Background: an optimization exercise with open tools, aiming at small area, a short achievable clock period and few clock cycles per item. Do not read the settings as production practice. In this exercise RTL edits were held to simulation tests only and were not proved equivalent to the original. Power and IR drop assume default switching activity.

## flow/design.v (module list and top-level ports; edited modules follow where they fit)
// module fpc_mul: 470 lines
// module fpc_sel: 10 lines
// module fpc_pp: 11 lines
// module fpc_fa: 10 lines
// module float_to_pcm24_output_conditioner_top: 147 lines
// module fpc_dec: 15 lines
// module fpc_meter: 26 lines
// module fpc_word: 36 lines
module float_to_pcm24_output_conditioner_top (
   input  logic                clock,
   input  logic                reset,
   input  logic                req_valid,
   output logic                req_stall,
   input  logic [31:0]         req_left_sample_bits,
   input  logic [31:0]         req_right_sample_bits,
   output logic                rsp_valid,
   input  logic                rsp_stall,
   output logic signed [23:0]  rsp_left_word,
   output logic signed [23:0]  rsp_right_word,
   output logic [15:0]         rsp_peak_x1000,
   output logic [15:0]         rsp_nan_total,
   input  logic                csr_wr_en,
   input  logic [16:0]         csr_wr_data
);
  // ...
==> flow/flow/run.sh <==
#!/bin/bash
# The standard layout (the standard.sh, all steps), with the port buffers
# that global placement inserts made of the smallest plain buffer instead of
# the flow's default choice; repair may still resize them. Each tool's output
# goes to standard.log here; ORFS's own per-step logs stay under orfs/logs.
set -euo pipefail
export BUFFER_PORTS_ARGS="-buffer_cell sky130_fd_sc_hd__buf_1"
bash standard.sh > standard.log 2>&1
==> flow/standard.sh <==
#!/bin/bash
# synth_recipe.tcl (not shown) runs the flow's synth.tcl, then flattens the netlist and writes it again
# the make line also repeats each setting of config.mk as NAME=value (left out here)
make -C /OpenROAD-flow-scripts/flow DESIGN_CONFIG=/design/flow/config.mk WORK_HOME=/design/flow/orfs CLKGATE_MAP_FILE= SYNTH_SCRIPT=/design/flow/synth_recipe.tcl "${@:-finish}"
==> flow/config.mk <==
export PLATFORM = sky130hd
export DESIGN_NAME = float_to_pcm24_output_conditioner_top
export DESIGN_NICKNAME = float_to_pcm24_output_conditioner_top
export VERILOG_FILES = /design/flow/design.v
export SDC_FILE = /design/flow/constraint.sdc
export NUM_CORES = 4
export LEC_CHECK = 0
export CAP_MARGIN = 20
export CELL_PAD_IN_SITES_DETAIL_PLACEMENT = 1
export CELL_PAD_IN_SITES_GLOBAL_PLACEMENT = 2
export CORE_MARGIN = 2
export CORE_UTILIZATION = 40
export CTS_BUF_LIST = sky130_fd_sc_hd__clkbuf_4 sky130_fd_sc_hd__clkbuf_8
export SETUP_SLACK_MARGIN = 5
export SLEW_MARGIN = 20
export SYNTH_HIERARCHICAL = 1
export SYNTH_MINIMUM_KEEP_SIZE = 0
==> flow/constraint.sdc <==
create_clock -name core_clock -period 10.0 [get_ports {clock}]
set_input_delay 2.0000 -clock core_clock [delete_from_list [all_inputs] [get_ports {clock}]]
set_output_delay 2.0000 -clock core_clock [all_outputs]
set_load 0.01 [all_outputs]
==> impl_results.md, run 1 <==
* Fin Clk Skew at between 0.04 and 0.05 ns
* Status: timing/DRC/antenna clean
* Non-filler cells, final at about 5.3k
* Critical Path RT at around 10 ns
* Flop2flop setup slack at between 4 and 5 ns
* GR Util met3 at 0.06573
* Final Setup Violations at 0
* Slew Limit Fails at 0
* Seq_cells at between 300 and 400
* R2R depth at 16
* Layout area overhead at 18.66%
* Initial drt markers at 5560
* Syn avg cell area at between 10 and 15 um^2
* Top Layer Used: met5
* Multi-input gate area at approximately 0.029 mm^2
* Drt first pass iters at 17
* Pre-CTS WS at roughly 4.1 ns
* M1 WL at 65410 um
* Cell area after synthesis at around 0.037 mm^2
* Antenna violations before repair at 3
* Worst setup startpoint: in_r_f_ff[10]
* WL final at ~160000 um
* Multi-input logic cell count at about 2.9k
* DP Area at ~0.04 mm^2
* Tot Pwr at 11.76 mW
Testbench counts, summed over its fixed seeds: cycles 4,824, items 4,800.
==> inputs of run 2 (changes only) <==
--- a/flow/config.mk
+++ b/flow/config.mk
@@ -8,6 +8,4 @@
 export CAP_MARGIN = 20
-export CELL_PAD_IN_SITES_DETAIL_PLACEMENT = 1
-export CELL_PAD_IN_SITES_GLOBAL_PLACEMENT = 2
 export CORE_MARGIN = 2
-export CORE_UTILIZATION = 40
+export CORE_UTILIZATION = 50
 export CTS_BUF_LIST = sky130_fd_sc_hd__clkbuf_4 sky130_fd_sc_hd__clkbuf_8
==> run 2 against run 1 <==
Effect of this change: final cell count shrank 6.4%; hold slack lost 0.0055 ns; wire length shrank 9.9%; register-to-register slack gained 0.04 ns; sequential power is essentially flat; sequential share of layout area grew 0.43 points; setup slack gained 0.045 ns; critical path type unchanged; critical endpoint is now s1_l_q_ff[31]; largest power group unchanged.
==> impl_results.md, run 2 <==
* Minimum clock period after layout at 5.274 ns (was 5.319 ns)
* Ys Warns at 9 (unchanged)
* Status: timing/DRC/antenna clean (unchanged)
* Slew Limit Fails at 0 (unchanged)
* Clock transition at path regs at 0.07 ns (was 0.06 ns)
* Cell area after synthesis at 0.03750 mm^2 (unchanged)
* WL final at 141400 um (was 157000 um)
* Gpl congestion at 0.9428 (was 0.9021)
* Layout net count at 4600 (was 4647)
* CTS Root Cell: clkbuf_8 (unchanged)
* Synthesized Nets at 4266 (unchanged)
* Number of global-route vias before repair at 35.61k (was 37.48k)
* # rows at 100 (was 112)
* Syn avg cell area at 10.36 um^2 (unchanged)
* I/O pin total at 168 (unchanged)
* Worst setup startpoint: in_l_f_ff[4] (was in_r_f_ff[10])
* Non-filler cells, final at 4972 (was 5312)
* Chip Height at 277.8 um (was 310.2 um)
* Final Hold Viols at 0 (unchanged)
* Pin count of the biggest net entering global routing at 76 (was 69)
* Worst-path maximum fanout at 6 (was 7)
* R2R depth at 15 (was 16)
* CTS tree: done (unchanged)
* Slew @ Worst Pin at 1.137 ns (was 1.142 ns)
* RR Startpoint: in_l_f_ff[4] (was in_r_f_ff[10])
* RSZ-0062 raised after global routing: true (unchanged)
* Slew headroom at 0.2225 (was 0.2329)
* R2r endpoint: s1_l_q_ff[31] (was s1_r_q_ff[35])
* CTS Buffer Depth at 3 (unchanged)
* Fin util at 0.5856 (was 0.4781)
* Critical path destination: s1_l_q_ff[31] (was s1_r_q_ff[35])
* Most frequent cells in the layout: a222oi_1 (352), inv_1 (290), fa_1 (284) (was a222oi_1 (352), inv_1 (288), fa_1 (278))
* Critical Path RT at 10.44 ns (was 10.46 ns)
* Layout area overhead at 16.07% (was 18.66%)
* Initial Utilization at 0.5045 (was 0.4030)
* DP Cell Count at 4672 (was 4958)
* Worst-skew pair later-pin latency at 0.70 ns (was 0.76 ns)
* Final Setup Violations at 0 (unchanged)
* Peak VDD IR at 0.2010 mV (was 0.1870 mV)
* Layout cells sized above 1 at 0.2004 (was 0.2195)
* Setup tns final at 0 ns (unchanged)
* Die footprint at 0.07720 mm^2 (was 0.09621 mm^2)
* LEAKAGE at 15.36 nW (was 15.64 nW)
* Grt total ovfl at 0 (unchanged)
* Fmax at 0.1896 GHz (was 0.1880 GHz)
* Sink Count at 306 (unchanged)
* Filler Cell Count at 6364 (was 10.30k)
* Total GRT Usage at 0.3541 (was 0.3161)
* Wirelength per Cell at 28.44 um (was 29.55 um)
* Crit path DAT at 5.71 ns (was 5.78 ns)
* CP Capture Type: flop (unchanged)
* P per Cell Area at 259.4 mW/mm^2 (was 264.4 mW/mm^2)
* Number of port buffers at 167 (unchanged)
* Hpwl dp at 96210 um (was 107500 um)
* Most common cell after layout, fill and taps aside: a222oi_1 (unchanged)
* Fin Clk Skew at 0.03560 ns (was 0.04401 ns)
* Global-route wire length before repair at 213900 um (was 233300 um)
* Drt first pass iters at 17 (unchanged)
* Drt via density at 7.221 (was 6.772)
* Initial drt markers at 7076 (was 5560)
* Final ANT Viol Nets at 0 (unchanged)
* Top Registers: s1_l_q_ff (40), s1_r_q_ff (40) (unchanged)
* Fin crit share at 0.5274 (was 0.5319)
* Die width at 277.8 um (was 310.2 um)
* Num CTS Buffers at 58 (was 60)
* Kind of critical path: reg2reg (unchanged)
* Flop2flop setup slack at 4.73 ns (was 4.68 ns)
* Max Cap Viol at 0 (unchanged)
* Antenna violations before repair at 4 (was 3)
* CP startpoint kind: flop (unchanged)
* Hold WC Path Type: reg2reg (unchanged)
* Cells after Synth at 3621 (unchanged)
* DRC Markers at 0 (unchanged)
* Core area at 0.07432 mm^2 (was 0.09305 mm^2)
* CTS H-tree depth at 2 (unchanged)
* Vias at 35.91k (was 35.97k)
[run 2: worst min-delay path by stage]
| stage | start | to | slack, ns | cells after the start |
|---|---|---|---|---|
| after floorplan | in_l_ctl_ff[0] | s1_l_ctl_ff[0] | 0.40 | 0 |
| after global placement | in_l_ctl_ff[6] | s1_l_ctl_ff[6] | 0.40 | 0 |
| after detailed placement | in_l_ctl_ff[2] | s1_l_ctl_ff[2] | 0.40 | 0 |
| after CTS | in_l_ctl_ff[6] | s1_l_ctl_ff[6] | 0.42 | 0 |
| after global routing | in_r_ctl_ff[0] | s1_r_ctl_ff[0] | 0.43 | 0 |
| final | in_r_ctl_ff[0] | s1_r_ctl_ff[0] | 0.42 | 0 |
[run 2: area by class of cell]
type / count / area [um^2] / share of cell area
Tap cell: 969 / 1212 / 0.02786
Clock buffer: 82 / 997.2 / 0.02291
Multi-Input combinational cell: 2875 / 28550 / 0.6561
Timing Repair Buffer: 416 / 2894 / 0.06650
Clock inverter: 25 / 221.5 / 0.005089
Sequential cell: 306 / 8516 / 0.1957
Antenna cell: 1 / 2.502 / 0.00005750
Inverter: 298 / 1125 / 0.02585
[run 2: metrics by stage]
stage / hold WS, ns / setup WS, ns / area [um^2] / power (mW)
2_1_floorplan: 0.4003 / 4.994 / 37590 / 6.651
3_3_place_gp: 0.4045 / 4.164 / 39130 / 8.235
3_5_place_dp: 0.4045 / 4.168 / 39130 / 8.316
4_1_cts: 0.4152 / 4.831 / 42620 / 10.50
5_1_grt: 0.4295 / 4.520 / 43520 / 12.00
6_report: 0.4169 / 4.726 / 43520 / 11.29
[run 2: power by group]
part	switching (mW)	internal [mW]
Clock	0.594	0.744
Combinational	4.27	3.41
Sequential	0.390	1.88
[run 2: critical path, cell delays in order, from the launching register on]
cell and delay (ns):
edfxtp_1 0.44, nor2b_4 0.20, buf_4 0.15, a222oi_1 0.43, fa_1 0.52, fa_1 0.57
fa_1 0.44, fa_1 0.51, ha_4 0.32, and2_4 0.19, a31oi_1 0.09, a21boi_4 0.17
o31a_1 0.38, o31a_1 0.33, buf_4 0.14, xnor2_1 0.13
[run 2: timing repair]
action	4_1_cts	5_1_grt
endpoints found under the hold margin	0	0
cloned	5	2
pin swaps	262	131
setup endpoints to repair	61	56
gates resized for setup	228	109
hold buffers	0	0
setup buffers	146	38
[run 2: per-layer routing]
metal / share of wire / routed length, um / track usage
met5: 0.00020 / 28 / 0.003752
met4: 0.044 / 6242 / 0.1387
met3: 0.12 / 16600 / 0.09618
met2: 0.44 / 61580 / 0.5356
met1: 0.40 / 56930 / 0.4816

[what the ideal ports hide]
Ports are ideal in the flow. The routed layouts listed here were re-timed in OpenROAD.
Step 1, drivers: a clkbuf_16 drives clock and a buf_2 each remaining input, both assumed.
Step 2, shift: input delay + t, output delay - t, t = (earliest + latest rising clock arrival at the registers) / 2. This alone moves slack from input paths to output paths.
Three values: no drivers, after step 1, after step 2; two values: the first two.
run	t (ns)	setup slack, ns	worst setup path at the end	slew at the worst register clock pin (ns)
run 1	0.803	4.681 / 4.681 / 4.587	input to register	0.06 / 0.06
run 2	0.744	4.726 / 4.726 / 4.690	input to register	0.07 / 0.07
After both steps setup and hold are still met in every run listed. The setup slack of run 1, which loses most, moves by 0.000 ns with the drivers and by -0.094 ns with both steps.
